From an optimization exercise on the open Yosys and OpenROAD flow, aimed at small area, a short achievable clock period and few clock cycles per item; shortcuts taken in it are not production practice.
In this exercise RTL edits were held to simulation tests only and were not proved equivalent to the original.
Power and IR drop assume default switching activity.

===== design.v =====
package srpb_pkg;
  localparam int COUNT_WIDTH = 16;
  localparam int VAL_WIDTH   = 16;
  localparam int CM_CFG_W    = 10;
  localparam int FRAC_BITS   = 10;
  localparam int MUL_A_W     = (COUNT_WIDTH > VAL_WIDTH) ? COUNT_WIDTH : VAL_WIDTH;
  localparam int MUL_B_W     = 10;
  localparam int PROD_W      = MUL_A_W + MUL_B_W;
  localparam int CFG_IDX_W   = 3;
  localparam int CFG_DATA_W  = 16;
  localparam logic [MUL_B_W-1:0]   DIST_SCALE_Q10 = MUL_B_W'(878);
  localparam logic [VAL_WIDTH-1:0] SAT_VAL        = '1;
  localparam logic [VAL_WIDTH-1:0] RST_TRIGGER_INTERVAL = VAL_WIDTH'(4000);
  localparam logic [CM_CFG_W-1:0]  RST_NEAR_LIMIT_CM    = CM_CFG_W'(10);
  localparam logic [CM_CFG_W-1:0]  RST_FAR_LIMIT_CM     = CM_CFG_W'(100);
  localparam logic [VAL_WIDTH-1:0] RST_NEAR_HALF_PERIOD = VAL_WIDTH'(2000);
  localparam logic [VAL_WIDTH-1:0] RST_FAR_HALF_PERIOD  = VAL_WIDTH'(20000);
  localparam logic [CM_CFG_W-1:0]  RST_TICKS_PER_CM     = CM_CFG_W'(200);
  localparam logic [VAL_WIDTH-1:0] RST_HALF_PERIOD      = VAL_WIDTH'(20000);
  typedef enum logic [CFG_IDX_W-1:0] {
    CFG_TRIGGER_INTERVAL = 3'd0,
    CFG_NEAR_LIMIT_CM    = 3'd1,
    CFG_FAR_LIMIT_CM     = 3'd2,
    CFG_NEAR_HALF_PERIOD = 3'd3,
    CFG_FAR_HALF_PERIOD  = 3'd4,
    CFG_TICKS_PER_CM     = 3'd5
  } srpb_cfg_idx_t;
  typedef enum logic [1:0] {
    ST_IDLE,
    ST_RANGE,
    ST_SCALE,
    ST_FINISH
  } srpb_state_t;
  typedef struct packed {
    logic action;
    logic echo_level;
  } srpb_item_t;
  typedef struct packed {
    logic                 trigger_out;
    logic                 led_out;
    logic [VAL_WIDTH-1:0] distance_cm;
    logic                 distance_new;
  } srpb_result_t;
endpackage
module srpb_mul (
  input  logic                         clk,
  input  logic                         en,
  input  logic [srpb_pkg::MUL_A_W-1:0] a,
  input  logic [srpb_pkg::MUL_B_W-1:0] b,
  output logic [srpb_pkg::PROD_W-1:0]  prod
);
  always_ff @(posedge clk) begin
    if (en) begin
      prod <= srpb_pkg::PROD_W'(a) * srpb_pkg::PROD_W'(b);
    end
  end
endmodule
module sonar_range_proximity_blinker_unit (
  input  logic                                clk,
  input  logic                                rst,
  input  logic                                item_valid,
  output logic                                item_stall,
  input  srpb_pkg::srpb_item_t                item,
  output logic                                result_valid,
  input  logic                                result_stall,
  output srpb_pkg::srpb_result_t              result,
  input  logic                                cfg_valid,
  output logic                                cfg_ready,
  input  logic [srpb_pkg::CFG_IDX_W-1:0]      cfg_index,
  input  logic [srpb_pkg::CFG_DATA_W-1:0]     cfg_data
);
  localparam int CW = srpb_pkg::COUNT_WIDTH;
  localparam int VW = srpb_pkg::VAL_WIDTH;
  localparam int MW = srpb_pkg::MUL_A_W;
  localparam int PW = srpb_pkg::PROD_W;
  localparam int FB = srpb_pkg::FRAC_BITS;
  localparam int KW = srpb_pkg::CM_CFG_W;
  logic [VW-1:0] trigger_interval;
  logic [KW-1:0] near_limit_cm;
  logic [KW-1:0] far_limit_cm;
  logic [VW-1:0] near_half_period;
  logic [VW-1:0] far_half_period;
  logic [KW-1:0] ticks_per_cm;
  logic [CW-1:0] trigger_count;
  logic          pulse_pending;
  logic          trigger_level;
  logic [CW-1:0] echo_count;
  logic [VW-1:0] distance_cm;
  logic [VW-1:0] half_period;
  logic [CW-1:0] blink_count;
  logic          led_state;
  logic          near_hit;
  logic          mid_hit;
  srpb_pkg::srpb_state_t state, state_next;
  logic [CW-1:0] trigger_count_next;
  logic          pulse_pending_next;
  logic          trigger_level_next;
  logic [CW-1:0] blink_count_next;
  logic          led_state_next;
  logic [CW-1:0] trigger_inc;
  logic [CW-1:0] blink_inc;
  logic          item_accept;
  logic          res_free;
  logic          is_tick;
  logic          is_rise;
  logic          is_fall;
  logic          mul_en;
  logic          mul_scale;
  logic          finish_load;
  logic [MW-1:0] mul_a;
  logic [srpb_pkg::MUL_B_W-1:0] mul_b;
  logic [PW-1:0] prod;
  logic [MW-1:0] whole_cm;
  logic [VW-1:0] whole_cm_sat;
  logic [VW-1:0] scaled_sat;
  assign cfg_ready   = 1'b1;
  assign res_free    = !result_valid || !result_stall;
  assign item_accept = item_valid && !item_stall;
  assign is_tick     = !item.action;
  assign is_rise     = item.action && item.echo_level;
  assign is_fall     = item.action && !item.echo_level;
  always_comb begin
    state_next = state;
    unique case (state)
      srpb_pkg::ST_IDLE: begin
        if (item_accept && is_fall) state_next = srpb_pkg::ST_RANGE;
      end
      srpb_pkg::ST_RANGE:  state_next = srpb_pkg::ST_SCALE;
      srpb_pkg::ST_SCALE:  state_next = srpb_pkg::ST_FINISH;
      srpb_pkg::ST_FINISH: begin
        if (res_free) state_next = srpb_pkg::ST_IDLE;
      end
      default: state_next = srpb_pkg::ST_IDLE;
    endcase
  end
  always_comb begin
    item_stall  = 1'b1;
    mul_en      = 1'b0;
    mul_scale   = 1'b0;
    finish_load = 1'b0;
    unique case (state)
      srpb_pkg::ST_IDLE:   item_stall = !res_free;
      srpb_pkg::ST_RANGE:  mul_en = 1'b1;
      srpb_pkg::ST_SCALE: begin
        mul_en    = 1'b1;
        mul_scale = 1'b1;
      end
      srpb_pkg::ST_FINISH: finish_load = res_free;
      default: item_stall = 1'b1;
    endcase
  end
  assign whole_cm = prod[PW-1:FB];
  assign mul_a = mul_scale ? whole_cm : MW'(echo_count);
  assign mul_b = mul_scale ? ticks_per_cm : srpb_pkg::DIST_SCALE_Q10;
  srpb_mul u_mul (
    .clk  (clk),
    .en   (mul_en),
    .a    (mul_a),
    .b    (mul_b),
    .prod (prod)
  );
  assign whole_cm_sat = (whole_cm > MW'(srpb_pkg::SAT_VAL)) ? srpb_pkg::SAT_VAL
                                                             : VW'(whole_cm);
  assign scaled_sat   = (prod > PW'(srpb_pkg::SAT_VAL)) ? srpb_pkg::SAT_VAL : VW'(prod);
  always_comb begin
    trigger_inc        = trigger_count + CW'(1);
    blink_inc          = blink_count + CW'(1);
    trigger_count_next = trigger_inc;
    pulse_pending_next = pulse_pending;
    trigger_level_next = trigger_level;
    blink_count_next   = blink_inc;
    led_state_next     = led_state;
    if (pulse_pending) begin
      trigger_level_next = 1'b0;
      pulse_pending_next = 1'b0;
    end
    if (MW'(trigger_inc) >= MW'(trigger_interval)) begin
      trigger_level_next = 1'b1;
      trigger_count_next = '0;
      pulse_pending_next = 1'b1;
    end
    if (MW'(blink_inc) >= MW'(half_period)) begin
      blink_count_next = '0;
      led_state_next   = !led_state;
    end
  end
  always_ff @(posedge clk) begin
    if (rst) begin
      trigger_interval <= srpb_pkg::RST_TRIGGER_INTERVAL;
      near_limit_cm    <= srpb_pkg::RST_NEAR_LIMIT_CM;
      far_limit_cm     <= srpb_pkg::RST_FAR_LIMIT_CM;
      near_half_period <= srpb_pkg::RST_NEAR_HALF_PERIOD;
      far_half_period  <= srpb_pkg::RST_FAR_HALF_PERIOD;
      ticks_per_cm     <= srpb_pkg::RST_TICKS_PER_CM;
    end else if (cfg_valid && cfg_ready) begin
      case (cfg_index)
        srpb_pkg::CFG_TRIGGER_INTERVAL: trigger_interval <= cfg_data;
        srpb_pkg::CFG_NEAR_LIMIT_CM:    near_limit_cm    <= cfg_data[KW-1:0];
        srpb_pkg::CFG_FAR_LIMIT_CM:     far_limit_cm     <= cfg_data[KW-1:0];
        srpb_pkg::CFG_NEAR_HALF_PERIOD: near_half_period <= cfg_data;
        srpb_pkg::CFG_FAR_HALF_PERIOD:  far_half_period  <= cfg_data;
        srpb_pkg::CFG_TICKS_PER_CM:     ticks_per_cm     <= cfg_data[KW-1:0];
        default: ;
      endcase
    end
  end
  always_ff @(posedge clk) begin
    if (rst) begin
      state         <= srpb_pkg::ST_IDLE;
      trigger_count <= '0;
      pulse_pending <= 1'b0;
      trigger_level <= 1'b0;
      echo_count    <= '0;
      distance_cm   <= '0;
      half_period   <= srpb_pkg::RST_HALF_PERIOD;
      blink_count   <= '0;
      led_state     <= 1'b0;
      result_valid  <= 1'b0;
      near_hit      <= 1'b0;
      mid_hit       <= 1'b0;
    end else begin
      state <= state_next;
      if (item_accept && is_tick) begin
        trigger_count <= trigger_count_next;
        pulse_pending <= pulse_pending_next;
        trigger_level <= trigger_level_next;
        echo_count    <= echo_count + CW'(1);
        blink_count   <= blink_count_next;
        led_state     <= led_state_next;
      end
      if (item_accept && is_rise) begin
        echo_count <= '0;
      end
      if (state == srpb_pkg::ST_SCALE) begin
        distance_cm <= whole_cm_sat;
        near_hit    <= prod <= PW'({near_limit_cm, FB'(0)});
        mid_hit     <= prod <  PW'({far_limit_cm, FB'(0)});
      end
      if (finish_load) begin
        priority if (near_hit) begin
          half_period <= near_half_period;
        end else if (mid_hit) begin
          half_period <= scaled_sat;
        end else begin
          half_period <= far_half_period;
        end
      end
      if ((item_accept && !is_fall) || finish_load) begin
        result_valid <= 1'b1;
      end else if (!result_stall) begin
        result_valid <= 1'b0;
      end
    end
  end
  always_ff @(posedge clk) begin
    if (item_accept && is_tick) begin
      result.trigger_out  <= trigger_level_next;
      result.led_out      <= led_state_next;
      result.distance_cm  <= distance_cm;
      result.distance_new <= 1'b0;
    end else if (item_accept && is_rise) begin
      result.trigger_out  <= trigger_level;
      result.led_out      <= led_state;
      result.distance_cm  <= distance_cm;
      result.distance_new <= 1'b0;
    end else if (finish_load) begin
      result.trigger_out  <= trigger_level;
      result.led_out      <= led_state;
      result.distance_cm  <= distance_cm;
      result.distance_new <= 1'b1;
    end
  end
endmodule

===== run.sh =====
#!/bin/bash
# synth_recipe.tcl (not shown) runs the flow's synth.tcl, then flattens the netlist and writes it again
# the make line also repeats each setting of config.mk as NAME=value (left out here)
make -C /OpenROAD-flow-scripts/flow DESIGN_CONFIG=/design/flow/config.mk WORK_HOME=/design/flow/orfs CLKGATE_MAP_FILE= SYNTH_SCRIPT=/design/flow/synth_recipe.tcl finish

===== config.mk =====
export PLATFORM = sky130hd
export DESIGN_NAME = sonar_range_proximity_blinker_unit
export DESIGN_NICKNAME = sonar_range_proximity_blinker_unit
export VERILOG_FILES = /design/flow/design.v
export SDC_FILE = /design/flow/constraint.sdc
export NUM_CORES = 4
export LEC_CHECK = 0
export CAP_MARGIN = 20
export CORE_MARGIN = 2
export CORE_UTILIZATION = 40
export SLEW_MARGIN = 20

===== constraint.sdc =====
create_clock -name core_clock -period 7.0 [get_ports {clk}]
set_input_delay 1.4000 -clock core_clock [delete_from_list [all_inputs] [get_ports {clk}]]
set_output_delay 1.4000 -clock core_clock [all_outputs]
set_load 0.01 [all_outputs]

==> notes.md <==
per-stage QoR:
stage	instance area [sq um]	setup WS (ns)	cells
after floorplan	14730	0.7690	1728
after global placement	15790	0.5422	2211
after detailed placement	15810	0.4605	2212
after CTS	16690	0.4447	2257
after global routing	16690	0.08812	2258
final	16690	0.4131	2258
cells by family after synthesis:
family / after synthesis / synth area share, %
simple gates: 653 / 19.29
compound gates: 282 / 11.74
buf+inv: 258 / 6.600
fa+ha+maj: 229 / 25.06
flops: 211 / 31.67
xor+xnor: 91 / 5.411
mux: 3 / 0.2039
other cells: 1 / 0.02546
report_power, final:
| group | internal, mW | leakage, nW | total (mW) | switching [mW] |
|---|---|---|---|---|
| Combinational | 0.848 | 5.36 | 2.23 | 1.38 |
| Sequential | 1.49 | 1.78 | 1.66 | 0.167 |
| Clock | 0.869 | 0.430 | 1.39 | 0.519 |
cell usage after synthesis (all sizes together) (7+ instances only):
cell type	instances
o21ai	59
a21o	25
nand2b	16
a21oi	110
edfxtp	44
a21boi	11
buf	8
fa	110
dfxtp	167
nand4	16
clkbuf	55
ha	119
xor2	37
and3	37
nor2	145
nand3	46
nand2	330
o211ai	26
nor3	16
and2	15
nor2b	8
inv	193
or3	7
xnor2	54
o22ai	16
layout make-up:
cell class / instances / area, sq um
Fill cell: 3596 / 19740
Multi-Input combinational cell: 1259 / 9106
Sequential cell: 211 / 4666
Inverter: 195 / 732.0
Clock buffer: 36 / 728.2
Timing Repair Buffer: 80 / 726.9
Tap cell: 468 / 585.6
Clock inverter: 9 / 150.1
metal layers:
layer | global-route usage (%) | vias to the layer above | share of wire (%)
met5 | 0 | - | 0
met2 | 34.78 | 295 | 47
li1 | - | 5778 | -
met3 | 2.768 | 65 | 5.1
met4 | 6.594 | 0 | 2.8
met1 | 27.53 | 5775 | 45
worst max-delay path by stage:
stage / endpoint / slack [ns] / depth (start not counted)
6_report: u_mul.prod[15] / 0.41 / 25
5_1_grt: u_mul.prod[15] / 0.09 / 25
4_1_cts: u_mul.prod[15] / 0.44 / 25
3_5_place_dp: u_mul.prod[15] / 0.46 / 25
3_3_place_gp: u_mul.prod[15] / 0.54 / 25
2_1_floorplan: u_mul.prod[25] / 0.77 / 24
registers in the layout, summed over array words and instances, names as in the netlist, 2 cells and up:
name              cells
echo_count           16
result               19
near_half_period     16
far_limit_cm         10
ticks_per_cm         10
u_mul.prod           26
blink_count          16
distance_cm          16
trigger_interval     16
state                 2
trigger_count        16
half_period          16
far_half_period      16
near_limit_cm        10
worst reg2reg max path, delay by kind of cell (launching register included):
family | cells | cell delay, ns
fa+ha+maj | 7 | 3.17
compound gates | 7 | 1.50
buf+inv | 8 | 0.85
simple gates | 2 | 0.43
flops | 1 | 0.31
xor+xnor | 1 | 0.09
==> out/qor.yml <==
run_status:
  outcome: "no timing/DRC/antenna violations"
global_routing:
  grt_max_degree: 74
  grtUsageTotal_pct: 20.64
  antenna_found_initial: 0
  grt_pass1_wl_um: 62770
  grt_pass1_vias: 11780
  grt_remaining_overflow: 0
power_and_ir_drop:
  cellLeakagePower_nw: 7.568
  finalPower_mw: 5.272
  irDropWorstVdd_mv: 0.1746
  power.density_nw_per_um2: 315.8
routing:
  num_vias: 11910
  drt-initial-drc-count: 838
  viasPerCell: 5.276
  first_pass_iters: 5
  detail_route.wl_per_cell_um: 17.21
  wl_um: 38850
  route.detailed.drc: 0
  ant_nets: 0
final_layout:
  layout_common_cells: "nand2_1, inv_1, dfxtp_1"
  nNetsFinal: 2027
  utilization_pct: 45.82
  area_growth_pct: 13.35
  num_antenna_cells: 0
  final_common_cell: "nand2_1"
  final_layout_size_suffix_gt1_share_pct: 4.860
timing:
  hold_viol_final: 0
  period_minus_slack_ns: 6.587
  finalMaxSlewViolations: 0
  hold_ws_ns: 0.4281
  setup_viol: 0
  rsz0062_at_grt: "no"
  timing.fmax_mhz: 151.8
  worstMarginPinSlew_ns: 0.8209
  clock_skew_ns: 0.01547
  relSlewSlack_pct: 45.27
  setup_tns_ns: 0
  period_share_pct: 94.10
setup_path:
  crit_fanout: 73
  end_kind: "flop"
  rr_worst_depth: 25
  critPathLaunchType: "flop"
  critical_path_class: "flop to flop"
  critical_path_required_ns: 7.27
  cp_slowest_stage_delay_ns: 0.55
  cp_num_buf_inv: 8
  cp_top_family: "adder cells"
  slowest_stage: "fa_1"
  crit_start: "state[0]"
  crit_path_frequent_cell: "inv_1"
  rrSetupSlack_ns: 0.41
  cp.arrival_ns: 6.86
  r2r-end: "u_mul.prod[15]"
  worstReg2RegStart: "state[0]"
yosys:
  async_flop_share_pct: 0
  ys_seq_elements: 211
  syn_nets: 1983
  synth_edf_count: 44
  yosysWarningCount: 2
  synth_top_flop_cell: "dfxtp_1"
  synth_cell_type_count: 59
  avgSynthCellArea_sq_um: 8.524
  synth_top_area_share_pct: 22.70
  yosysSeqAreaShare_pct: 31.67
  yosys.area.top_type: "dfxtp_1"
  synthTopCellsByArea: "dfxtp_1, fa_1, ha_1, edfxtp_1, nand2_1"
  mappedNetlistArea_sq_um: 14730
  syn_inst: 1728
cts:
  cts_buffer_depth: 3
  cts-resized-gates: 0
  clock-sinks: 211
  cts.clk_slew.worst_paths_ns: 0.06
  cts_root_buf: "clkbuf_16"
  cts_tree: "done"
  cts-buffers-inserted: 25
  cts.hold.buffers_added: 0
  cts_setup_buffers: 0
  clk_latency_ns: 0.53
  htree_levels: 1
job:
  maxCapViolations: 0
hold_path:
  hold_start: "distance_cm[10]"
  min_path_cells: 0
  hp-class: "flop to flop"
  holdPathEnd: "result[11]"
place:
  routabilityCongestion: 0.8952
  numPortBuffers: 46
  hpwl_um: 29340
floorplan:
  die_w_um: 195.9
  rows: 70
  initial_core_util_pct: 40.43
  die_y_um: 195.9
  core_area_sq_um: 36430
  die-area_sq_um: 38370
  io_pins: 48
Testbench counts, summed over its fixed seeds: cycles 97,538, items 96,000.

[separate check: timing with driven ports]
The flow's constraints put no driver on any port. The routed layout listed below was extracted and timed again, unchanged, in two steps.
Step 1, drivers: a clkbuf_16 drives clk and a buf_2 each remaining input, both assumed.
Step 2 also shifts input and output timing later by t, the mid clock arrival at the registers, as if the neighbouring blocks saw the same clock.
a / b / c = ideal ports / drivers / drivers and shift; a / b = the first two.
t, ns: 0.571
setup WS [ns]: 0.413 / 0.413 / 0.413
hold WS [ns]: 0.428 / 0.428 / 0.428
worst setup path after step 2: register to register
clock arrival spread, ns: 0.017 / 0.017
After both steps setup and hold are still met in this run. For this run, drivers alone change the setup slack by 0.000 ns; drivers and shift together by 0.000 ns.
